What follows belongs to an exercise in optimizing a design on an open flow for a short achievable clock period, few clock cycles and low power; a production flow would make more cautious choices.
At most, simulation tests tie the RTL to the original design; equivalence was not proved.
Power is estimated from default activity; no workload was simulated.

==> flow/design.v (excerpt) <==
module core_top #(
    parameter logic [cpu_pkg::PADDR_W-1:0] CODE_BASE   = '0,
    parameter logic [cpu_pkg::PADDR_W-1:0] DATA_BASE   = 20'h01000,
    parameter logic [cpu_pkg::PADDR_W-1:0] STACK_BASE  = 20'h02000,
    parameter logic [cpu_pkg::WORD_W-1:0]  SP_INIT     = 16'h0100,
    parameter int                          QUEUE_DEPTH = 4
) (
    input  logic                        clk,
    input  logic                        rst,
    output logic [cpu_pkg::PADDR_W-1:0] rom_addr,
    input  logic [cpu_pkg::BYTE_W-1:0]  rom_data,
    output logic                        mem_en,
    output logic                        mem_we,
    output logic [cpu_pkg::PADDR_W-1:0] mem_addr,
    output logic [cpu_pkg::WORD_W-1:0]  mem_wdata,
    input  logic [cpu_pkg::WORD_W-1:0]  mem_rdata,
    output logic                        halted
);
clock: 8.0 ns
lec_check: 0
cap_margin: 20
core_margin: 2
core_utilization: 65
cts_cluster_diameter: 80
cts_cluster_size: 20
place_density: 0.75
setup_slack_margin: 5
slew_margin: 20
run.sh (not shown) runs the stock make flow with config.mk's settings and CLKGATE_MAP_FILE= SYNTH_SCRIPT=/design/flow/synth_recipe.tcl, a recipe that flattens the netlist after the stock synthesis.
Testbench counts at the start, summed over its fixed seeds: cycles 31,386.
Then changed:
--- a/flow/design.v
+++ b/flow/design.v
@@ -53,14 +53,13 @@
     logic [2:0]         x_sp;       
     logic               x_shi;      
     logic [3:0]         x_use;      
     logic [WORD_W-1:0]  x_data;
     logic               m_en;
     logic               m_we;
-    logic [WORD_W-1:0]  m_a;
-    logic               m_stack;
+    logic [MA_W-1:0]    m_a;
     logic [WORD_W-1:0]  m_wd;
     logic               ld1_v;
     logic [2:0]         ld1_dst;
     logic               ld2_v;
     logic [2:0]         ld2_dst;
     logic [WORD_W-1:0]  regs [8];
@@ -77,13 +76,13 @@
     logic [WORD_W-1:0]  base_b;
     logic [WORD_W-1:0]  base_i;
     logic [WORD_W-1:0]  cs_s;
     logic [WORD_W-1:0]  cs_c;
     logic [WORD_W-1:0]  dsum;
     logic [WORD_W-1:0]  ssum;
-    logic [WORD_W-1:0]  addr;
+    logic [MA_W-1:0]    addr;
     assign is_imm  = (x_kind == K_IMM);
     assign is_rr   = (x_kind == K_RR);
     assign is_ld   = (x_kind == K_LD);
     assign is_st   = (x_kind == K_ST);
     assign is_push = (x_kind == K_PUSH);
     assign is_pop  = (x_kind == K_POP);
@@ -133,16 +132,18 @@
     assign base_i = ({WORD_W{x_use[2]}} & regs[6]) | ({WORD_W{x_use[3]}} & regs[7]);
     assign cs_s = base_b ^ base_i ^ x_data;
     assign cs_c = {(base_b[14:0] & base_i[14:0]) | (base_b[14:0] & x_data[14:0]) |
                    (base_i[14:0] & x_data[14:0]), 1'b0};
     assign dsum = ks_add(cs_s, cs_c);
     assign ssum = ks_add(regs[4], x_data);
-    assign addr = (is_push || is_pop) ? ssum : dsum;
+    always_comb begin
+        if (is_push || is_pop) addr = {ssum[15:12] < 4'(STACK_BASE >> 12), ssum};
+        else                   addr = {dsum[15:12] < 4'(DATA_BASE >> 12), dsum};
+    end
     always_ff @(posedge clk) begin
         m_a     <= addr;
-        m_stack <= is_push || is_pop;
         m_we    <= is_st || is_push;
         m_wd    <= rv;
         ld1_dst <= x_wp;
         ld2_dst <= ld1_dst;
     end
     always_ff @(posedge clk or negedge rst) begin
@@ -320,13 +321,10 @@
             endcase
         end
     end
     assign rom_addr  = PADDR_W'(CODE_BASE << 4) + PADDR_W'(pc);
     assign mem_en    = m_en;
     assign mem_we    = m_we;
-    assign mem_addr  = {3'b000,
-                        m_stack ? (m_a[15:12] < 4'(STACK_BASE >> 12))
-                                : (m_a[15:12] < 4'(DATA_BASE >> 12)),
-                        m_a};
+    assign mem_addr  = PADDR_W'(m_a);
     assign mem_wdata = m_wd;
     assign halted    = halted_q;
 endmodule
Maximum frequency is higher by 4.5%; cell count is lower by 1.8%; total power is higher by 2.3%; clock skew is lower by 0.0047 ns; setup slack improved by 0.15 ns.
Function not checked in the second run of this note: the RTL went through the layout flow alone.

---

The RTL this note starts from:
==> flow/design.v <==
package cpu_pkg;
    parameter int WORD_W    = 16;
    parameter int BYTE_W    = 8;
    parameter int PADDR_W   = 20;
    parameter int REG_IDX_W = 3;
endpackage
`timescale 1ns/100ps
import cpu_pkg::*;
module core_top #(
    parameter logic [cpu_pkg::PADDR_W-1:0] CODE_BASE   = '0,
    parameter logic [cpu_pkg::PADDR_W-1:0] DATA_BASE   = 20'h01000,
    parameter logic [cpu_pkg::PADDR_W-1:0] STACK_BASE  = 20'h02000,
    parameter logic [cpu_pkg::WORD_W-1:0]  SP_INIT     = 16'h0100,
    parameter int                          QUEUE_DEPTH = 4
) (
    input  logic                        clk,
    input  logic                        rst,
    output logic [cpu_pkg::PADDR_W-1:0] rom_addr,
    input  logic [cpu_pkg::BYTE_W-1:0]  rom_data,
    output logic                        mem_en,
    output logic                        mem_we,
    output logic [cpu_pkg::PADDR_W-1:0] mem_addr,
    output logic [cpu_pkg::WORD_W-1:0]  mem_wdata,
    input  logic [cpu_pkg::WORD_W-1:0]  mem_rdata,
    output logic                        halted
);
    localparam int PC_W = 12;
    localparam int MA_W = 17;
    localparam logic [2:0] S_OP    = 3'd0;
    localparam logic [2:0] S_MODRM = 3'd1;
    localparam logic [2:0] S_D1    = 3'd2;
    localparam logic [2:0] S_D2    = 3'd3;
    localparam logic [2:0] S_HALT  = 3'd4;
    localparam logic [2:0] K_IMM  = 3'd1;
    localparam logic [2:0] K_RR   = 3'd2;
    localparam logic [2:0] K_LD   = 3'd3;
    localparam logic [2:0] K_ST   = 3'd4;
    localparam logic [2:0] K_PUSH = 3'd5;
    localparam logic [2:0] K_POP  = 3'd6;
    logic [PC_W-1:0]    pc;
    logic [2:0]         st;
    logic               run;
    logic               f_two;      
    logic               f_sext;     
    logic               f_opd;      
    logic               f_opw;      
    logic               x_valid;
    logic [2:0]         x_kind;
    logic [2:0]         x_wp;       
    logic               x_lo;       
    logic               x_hi;       
    logic [2:0]         x_sp;       
    logic               x_shi;      
    logic [4:0]         x_use;      
    logic [WORD_W-1:0]  x_data;     
    logic               m_en;
    logic               m_we;
    logic [MA_W-1:0]    m_a;
    logic [WORD_W-1:0]  m_wd;
    logic               ld1_v;
    logic [2:0]         ld1_dst;
    logic               ld2_v;
    logic [2:0]         ld2_dst;
    logic [WORD_W-1:0]  regs [8];
    logic               is_imm, is_rr, is_ld, is_st, is_push, is_pop, is_mem;
    logic               use_src, is_wr, xw;
    logic               haz1, haz2;
    logic               stall;
    logic               go;
    logic               fen;
    logic               fwd;
    logic [WORD_W-1:0]  rv;
    logic [BYTE_W-1:0]  rb;
    logic [WORD_W-1:0]  xv;
    logic [WORD_W-1:0]  base_b;
    logic [WORD_W-1:0]  base_i;
    logic [WORD_W-1:0]  ea;
    logic [MA_W-1:0]    addr;
    assign is_imm  = (x_kind == K_IMM);
    assign is_rr   = (x_kind == K_RR);
    assign is_ld   = (x_kind == K_LD);
    assign is_st   = (x_kind == K_ST);
    assign is_push = (x_kind == K_PUSH);
    assign is_pop  = (x_kind == K_POP);
    assign is_mem  = is_ld | is_st | is_push | is_pop;
    assign use_src = is_rr | is_st | is_push;
    assign is_wr   = is_imm | is_rr;
    assign xw      = x_lo & x_hi;
    function automatic logic base_hit(input logic [4:0] use_, input logic [2:0] r);
        base_hit = (use_[0] && r == 3'd3) || (use_[1] && r == 3'd5) ||
                   (use_[2] && r == 3'd6) || (use_[3] && r == 3'd7) ||
                   (use_[4] && r == 3'd4);
    endfunction
    assign haz1  = ld1_v && ((use_src && x_sp == ld1_dst) ||
                             (is_wr && x_wp == ld1_dst) ||
                             base_hit(x_use, ld1_dst));
    assign haz2  = ld2_v && base_hit(x_use, ld2_dst);
    assign stall = x_valid && (haz1 || haz2);
    assign go    = x_valid && !stall;
    assign fen   = run && !stall;
    assign fwd = ld2_v && (x_sp == ld2_dst);
    assign rv  = fwd ? mem_rdata : regs[x_sp];
    assign rb  = x_shi ? rv[15:8] : rv[7:0];
    always_comb begin
        if (is_imm) xv = xw ? x_data : {x_data[7:0], x_data[7:0]};
        else        xv = xw ? rv : {rb, rb};
    end
    function automatic logic [WORD_W-1:0] ks_add(input logic [WORD_W-1:0] x,
                                                 input logic [WORD_W-1:0] y);
        logic [WORD_W-1:0] g, p, g2, p2;
        g = x & y;
        p = x ^ y;
        for (int d = 1; d < WORD_W; d = d * 2) begin
            g2 = g;
            p2 = p;
            for (int i = d; i < WORD_W; i++) begin
                g2[i] = g[i] | (p[i] & g[i-d]);
                p2[i] = p[i] & p[i-d];
            end
            g = g2;
            p = p2;
        end
        ks_add = (x ^ y) ^ {g[WORD_W-2:0], 1'b0};
    endfunction
    assign base_b = ({WORD_W{x_use[0]}} & regs[3]) |
                    ({WORD_W{x_use[1]}} & regs[5]) |
                    ({WORD_W{x_use[4]}} & regs[4]);
    assign base_i = ({WORD_W{x_use[2]}} & regs[6]) |
                    ({WORD_W{x_use[3]}} & regs[7]);
    assign ea = ks_add(base_b ^ base_i ^ x_data,
                       {(base_b[14:0] & base_i[14:0]) | (base_b[14:0] & x_data[14:0]) |
                        (base_i[14:0] & x_data[14:0]), 1'b0});
    assign addr = {1'b0, ea} + ((is_push || is_pop) ? MA_W'(STACK_BASE) : MA_W'(DATA_BASE));
    always_ff @(posedge clk) begin
        m_a     <= addr;
        m_we    <= is_st || is_push;
        m_wd    <= rv;
        ld1_dst <= x_wp;
        ld2_dst <= ld1_dst;
    end
    always_ff @(posedge clk or negedge rst) begin
        if (!rst) begin
            m_en  <= 1'b0;
            ld1_v <= 1'b0;
            ld2_v <= 1'b0;
        end else begin
            m_en  <= go && is_mem;
            ld1_v <= go && (is_ld || is_pop);
            ld2_v <= ld1_v;
        end
    end
    always_ff @(posedge clk or negedge rst) begin
        if (!rst) begin
            for (int i = 0; i < 8; i++) begin
                regs[i] <= (i == 4) ? SP_INIT : '0;
            end
        end else begin
            for (int i = 0; i < 8; i++) begin
                if (i == 4 && go && is_push) begin
                    regs[i] <= regs[i] - WORD_W'(2);
                end else if (i == 4 && go && is_pop) begin
                    regs[i] <= regs[i] + WORD_W'(2);
                end else begin
                    if (go && is_wr && x_lo && x_wp == 3'(i)) begin
                        regs[i][7:0] <= xv[7:0];
                    end else if (ld2_v && ld2_dst == 3'(i)) begin
                        regs[i][7:0] <= mem_rdata[7:0];
                    end
                    if (go && is_wr && x_hi && x_wp == 3'(i)) begin
                        regs[i][15:8] <= xv[15:8];
                    end else if (ld2_v && ld2_dst == 3'(i)) begin
                        regs[i][15:8] <= mem_rdata[15:8];
                    end
                end
            end
        end
    end
    logic [BYTE_W-1:0]  b;
    logic               done;
    logic [1:0]         skip;
    logic               direct;
    assign b = rom_data;
    assign direct = (b[7:6] == 2'b00) && (b[2:0] == 3'b110);
    always_comb begin
        done = 1'b0;
        skip = 2'd0;
        case (st)
            S_OP:    done = (b[7:4] == 4'h5);
            S_MODRM: begin
                done = (b[7:6] == 2'b11) ||
                       (f_opw && b[7:6] == 2'b00 && b[2:0] != 3'b110);
                if (!f_opw && b[7:6] != 2'b11) begin
                    skip = (b[7:6] == 2'b01) ? 2'd1 :
                           (b[7:6] == 2'b10 || direct) ? 2'd2 : 2'd0;
                end
            end
            S_D1:    done = !f_two;
            S_D2:    done = 1'b1;
            default: done = 1'b0;
        endcase
    end
    always_ff @(posedge clk or negedge rst) begin
        if (!rst) begin
            pc      <= '0;
            st      <= S_OP;
            run     <= 1'b1;
            x_valid <= 1'b0;
        end else begin
            run     <= run && (st != S_HALT);
            x_valid <= stall || (fen && done);
            if (fen) begin
                pc <= pc + PC_W'(skip) + PC_W'(1);
                case (st)
                    S_OP: begin
                        if (b[7:2] == 6'b100010)           st <= S_MODRM;
                        else if (b[7:4] == 4'hB)           st <= S_D1;
                        else if (b == 8'hA1 || b == 8'hA3) st <= S_D1;
                        else if (b == 8'hF4)               st <= S_HALT;
                    end
                    S_MODRM: begin
                        if (!done && skip == 2'd0 && (f_opw || b[7:6] == 2'b11)) st <= S_D1;
                        else                                                   st <= S_OP;
                    end
                    S_D1: begin
                        st <= f_two ? S_D2 : S_OP;
                    end
                    default: st <= S_OP;
                endcase
            end
        end
    end
    always_ff @(posedge clk) begin
        if (fen) begin
            case (st)
                S_OP: begin
                    f_opd  <= b[1];
                    f_opw  <= b[0];
                    f_sext <= 1'b0;
                    f_two  <= 1'b1;
                    x_wp   <= b[2:0];
                    x_sp   <= b[2:0];
                    x_shi  <= 1'b0;
                    x_lo   <= 1'b1;
                    x_hi   <= 1'b1;
                    x_use  <= 5'b10000;
                    x_data <= b[3] ? 16'h0000 : 16'hFFFE;
                    if (b[7:4] == 4'hB) begin
                        x_kind <= K_IMM;
                        f_two  <= b[3];
                        if (!b[3]) begin
                            x_wp <= {1'b0, b[1:0]};
                            x_lo <= !b[2];
                            x_hi <= b[2];
                        end
                    end else if (b[7:4] == 4'h5) begin
                        x_kind <= b[3] ? K_POP : K_PUSH;
                    end else begin
                        x_kind <= b[1] ? K_ST : K_LD;
                        x_wp   <= 3'd0;
                        x_sp   <= 3'd0;
                        x_use  <= 5'b00000;
                    end
                end
                S_MODRM: begin
                    f_sext <= (b[7:6] == 2'b01);
                    f_two  <= (b[7:6] != 2'b01);
                    x_data <= '0;
                    if (b[7:6] == 2'b11) begin
                        x_kind <= K_RR;
                        if (f_opw) begin
                            x_wp  <= f_opd ? b[5:3] : b[2:0];
                            x_sp  <= f_opd ? b[2:0] : b[5:3];
                            x_shi <= 1'b0;
                            x_lo  <= 1'b1;
                            x_hi  <= 1'b1;
                        end else begin
                            x_wp  <= {1'b0, f_opd ? b[4:3] : b[1:0]};
                            x_sp  <= {1'b0, f_opd ? b[1:0] : b[4:3]};
                            x_shi <= f_opd ? b[2] : b[5];
                            x_lo  <= !(f_opd ? b[5] : b[2]);
                            x_hi  <= f_opd ? b[5] : b[2];
                        end
                    end else begin
                        x_kind <= f_opd ? K_LD : K_ST;
                        x_wp   <= b[5:3];
                        x_sp   <= b[5:3];
                    end
                    case (b[2:0])
                        3'd0:    x_use <= 5'b00101;
                        3'd1:    x_use <= 5'b01001;
                        3'd2:    x_use <= 5'b00110;
                        3'd3:    x_use <= 5'b01010;
                        3'd4:    x_use <= 5'b00100;
                        3'd5:    x_use <= 5'b01000;
                        3'd6:    x_use <= direct ? 5'b00000 : 5'b00010;
                        default: x_use <= 5'b00001;
                    endcase
                    if (b[7:6] == 2'b11) x_use <= 5'b00000;
                end
                S_D1: begin
                    x_data[7:0] <= b;
                    if (f_sext) x_data[15:8] <= {BYTE_W{b[7]}};
                end
                S_D2: begin
                    x_data[15:8] <= b;
                end
                default: ;
            endcase
        end
    end
    assign rom_addr  = PADDR_W'(CODE_BASE << 4) + PADDR_W'(pc);
    assign mem_en    = m_en;
    assign mem_we    = m_we;
    assign mem_addr  = PADDR_W'(m_a);
    assign mem_wdata = m_wd;
    assign halted    = !run || (st == S_HALT && !m_en);
endmodule
Settings: LEC_CHECK=0, CAP_MARGIN=20, CORE_MARGIN=2, CORE_UTILIZATION=40, SETUP_SLACK_MARGIN=5, SLEW_MARGIN=20; clock period 8.0 ns.
Then changed:
--- a/flow/design.v
+++ b/flow/design.v
@@ -39,8 +39,9 @@
     localparam logic [2:0] K_POP  = 3'd6;
     logic [PC_W-1:0]    pc;
     logic [2:0]         st;
     logic               run;
+    logic               halted_q;
     logic               f_two;      
     logic               f_sext;     
     logic               f_opd;      
     logic               f_opw;      
@@ -73,9 +74,16 @@
     logic [BYTE_W-1:0]  rb;
     logic [WORD_W-1:0]  xv;
     logic [WORD_W-1:0]  base_b;
     logic [WORD_W-1:0]  base_i;
-    logic [WORD_W-1:0]  ea;
+    logic [WORD_W-1:0]  cs_s;
+    logic [WORD_W-1:0]  cs_c;
+    logic [WORD_W-1:0]  lo13;
+    logic [WORD_W-1:0]  hs;
+    logic [WORD_W-1:0]  spa;
+    logic [4:0]         sp_top;
+    logic [4:0]         top0;
+    logic [4:0]         top1;
     logic [MA_W-1:0]    addr;
     assign is_imm  = (x_kind == K_IMM);
     assign is_rr   = (x_kind == K_RR);
     assign is_ld   = (x_kind == K_LD);
@@ -121,17 +129,26 @@
             p = p2;
         end
         ks_add = (x ^ y) ^ {g[WORD_W-2:0], 1'b0};
     endfunction
-    assign base_b = ({WORD_W{x_use[0]}} & regs[3]) |
-                    ({WORD_W{x_use[1]}} & regs[5]) |
-                    ({WORD_W{x_use[4]}} & regs[4]);
-    assign base_i = ({WORD_W{x_use[2]}} & regs[6]) |
-                    ({WORD_W{x_use[3]}} & regs[7]);
-    assign ea = ks_add(base_b ^ base_i ^ x_data,
-                       {(base_b[14:0] & base_i[14:0]) | (base_b[14:0] & x_data[14:0]) |
-                        (base_i[14:0] & x_data[14:0]), 1'b0});
-    assign addr = {1'b0, ea} + ((is_push || is_pop) ? MA_W'(STACK_BASE) : MA_W'(DATA_BASE));
+    function automatic logic [4:0] inc4(input logic [3:0] h);
+        inc4 = {&h[3:0], h[3] ^ (&h[2:0]), h[2] ^ (&h[1:0]), h[1] ^ h[0], !h[0]};
+    endfunction
+    assign base_b = ({WORD_W{x_use[0]}} & regs[3]) | ({WORD_W{x_use[1]}} & regs[5]);
+    assign base_i = ({WORD_W{x_use[2]}} & regs[6]) | ({WORD_W{x_use[3]}} & regs[7]);
+    assign cs_s = base_b ^ base_i ^ x_data;
+    assign cs_c = {(base_b[14:0] & base_i[14:0]) | (base_b[14:0] & x_data[14:0]) |
+                   (base_i[14:0] & x_data[14:0]), 1'b0};
+    assign lo13 = ks_add({4'd0, cs_s[11:0]}, {4'd0, cs_c[11:0]});
+    assign hs   = ks_add({12'd0, cs_s[15:12]}, {12'd0, cs_c[15:12]});
+    assign top0 = inc4(hs[3:0]);
+    assign top1 = inc4(4'(inc4(hs[3:0])));
+    assign spa  = is_push ? regs[4] - WORD_W'(2) : regs[4];
+    assign sp_top = 5'({1'b0, spa[15:12]} + 5'(STACK_BASE >> 12));
+    always_comb begin
+        if (is_push || is_pop) addr = {sp_top, spa[11:0]};
+        else                   addr = {lo13[12] ? top1 : top0, lo13[11:0]};
+    end
     always_ff @(posedge clk) begin
         m_a     <= addr;
         m_we    <= is_st || is_push;
         m_wd    <= rv;
@@ -179,8 +196,12 @@
     logic               done;
     logic [1:0]         skip;
     logic               direct;
     assign b = rom_data;
+    assign f_opd  = x_shi;
+    assign f_opw  = x_lo;
+    assign f_sext = (x_kind != K_IMM) && x_shi;
+    assign f_two  = (x_kind == K_IMM) ? (x_lo && x_hi) : !x_shi;
     assign direct = (b[7:6] == 2'b00) && (b[2:0] == 3'b110);
     always_comb begin
         done = 1'b0;
         skip = 2'd0;
@@ -203,11 +224,14 @@
         if (!rst) begin
             pc      <= '0;
             st      <= S_OP;
             run     <= 1'b1;
+            halted_q <= 1'b0;
             x_valid <= 1'b0;
         end else begin
             run     <= run && (st != S_HALT);
+            halted_q <= !run || (st == S_HALT) ||
+                        (fen && st == S_OP && b == 8'hF4 && !(go && is_mem));
             x_valid <= stall || (fen && done);
             if (fen) begin
                 pc <= pc + PC_W'(skip) + PC_W'(1);
                 case (st)
@@ -232,12 +256,8 @@
     always_ff @(posedge clk) begin
         if (fen) begin
             case (st)
                 S_OP: begin
-                    f_opd  <= b[1];
-                    f_opw  <= b[0];
-                    f_sext <= 1'b0;
-                    f_two  <= 1'b1;
                     x_wp   <= b[2:0];
                     x_sp   <= b[2:0];
                     x_shi  <= 1'b0;
                     x_lo   <= 1'b1;
@@ -245,9 +265,8 @@
                     x_use  <= 5'b10000;
                     x_data <= b[3] ? 16'h0000 : 16'hFFFE;
                     if (b[7:4] == 4'hB) begin
                         x_kind <= K_IMM;
-                        f_two  <= b[3];
                         if (!b[3]) begin
                             x_wp <= {1'b0, b[1:0]};
                             x_lo <= !b[2];
                             x_hi <= b[2];
@@ -259,12 +278,14 @@
                         x_wp   <= 3'd0;
                         x_sp   <= 3'd0;
                         x_use  <= 5'b00000;
                     end
+                    if (b[7:2] == 6'b100010) begin
+                        x_shi <= b[1];
+                        x_lo  <= b[0];
+                    end
                 end
                 S_MODRM: begin
-                    f_sext <= (b[7:6] == 2'b01);
-                    f_two  <= (b[7:6] != 2'b01);
                     x_data <= '0;
                     if (b[7:6] == 2'b11) begin
                         x_kind <= K_RR;
                         if (f_opw) begin
@@ -283,8 +304,9 @@
                     end else begin
                         x_kind <= f_opd ? K_LD : K_ST;
                         x_wp   <= b[5:3];
                         x_sp   <= b[5:3];
+                        x_shi  <= (b[7:6] == 2'b01);
                     end
                     case (b[2:0])
                         3'd0:    x_use <= 5'b00101;
                         3'd1:    x_use <= 5'b01001;
@@ -312,6 +334,6 @@
     assign mem_en    = m_en;
     assign mem_we    = m_we;
     assign mem_addr  = PADDR_W'(m_a);
     assign mem_wdata = m_wd;
-    assign halted    = !run || (st == S_HALT && !m_en);
+    assign halted    = halted_q;
 endmodule
Result: The changed run completed with no timing, DRC or antenna violations; total power drops by 3.0%; flip-flop and latch count drops by 3; area after synthesis climbs by 1.3%; clock power climbs by about 8%; wire length climbs by 5.7%; maximum frequency climbs by 18%; combinational power drops by 57%; via count drops by 1.1%; final area stays flat; utilization drops by 0.23 points; count of clock-buffer cells in the layout drops by 2; die area climbs by 1.3%.
Testbench counts after the change, summed over its fixed seeds: cycles 31,400.
Function not checked in the first run of this note: the RTL went through the layout flow alone.

## static timing again, ports no longer ideal
The results above use ideal ports. As a check the final layouts listed here were re-extracted and re-timed, cells and wires unchanged. Step 1, drivers: a clkbuf_16 drives clk and a buf_2 each remaining input, both assumed. Step 2 adds t to the input delays and takes it off the output delays; t is the mean of the earliest and latest rising clock arrival at the registers after step 1. Input paths then give back, and output paths get back, about the clock's delay inside the block. Slacks: no drivers / after step 1 / after step 2; pairs: no drivers / after step 1.
| run | shift t [ns] | setup WS [ns] | worst setup path after step 2 | worst register clock-pin slew, ns | worst data-port slew with drivers (ns) |
|---|---|---|---|---|---|
| the first run of note 1 | 0.551 | 4.525 / 4.525 / 4.497 | input to register | 0.09 / 0.09 | 0.06 |
| the second run of note 1 | 0.552 | 4.675 / 4.675 / 4.475 | input to register | 0.09 / 0.09 | 0.05 |
| the first run of note 2 | 0.597 | 3.959 / 3.959 / 3.959 | register to register | 0.07 / 0.07 | 0.04 |
| the second run of note 2 | 0.597 | 4.589 / 4.589 / 4.474 | input to register | 0.07 / 0.07 | 0.08 |
After both steps setup and hold are still met in every run listed. For the second run of note 1, which loses most, drivers alone change the setup slack by 0.000 ns; drivers and shift together by -0.200 ns.
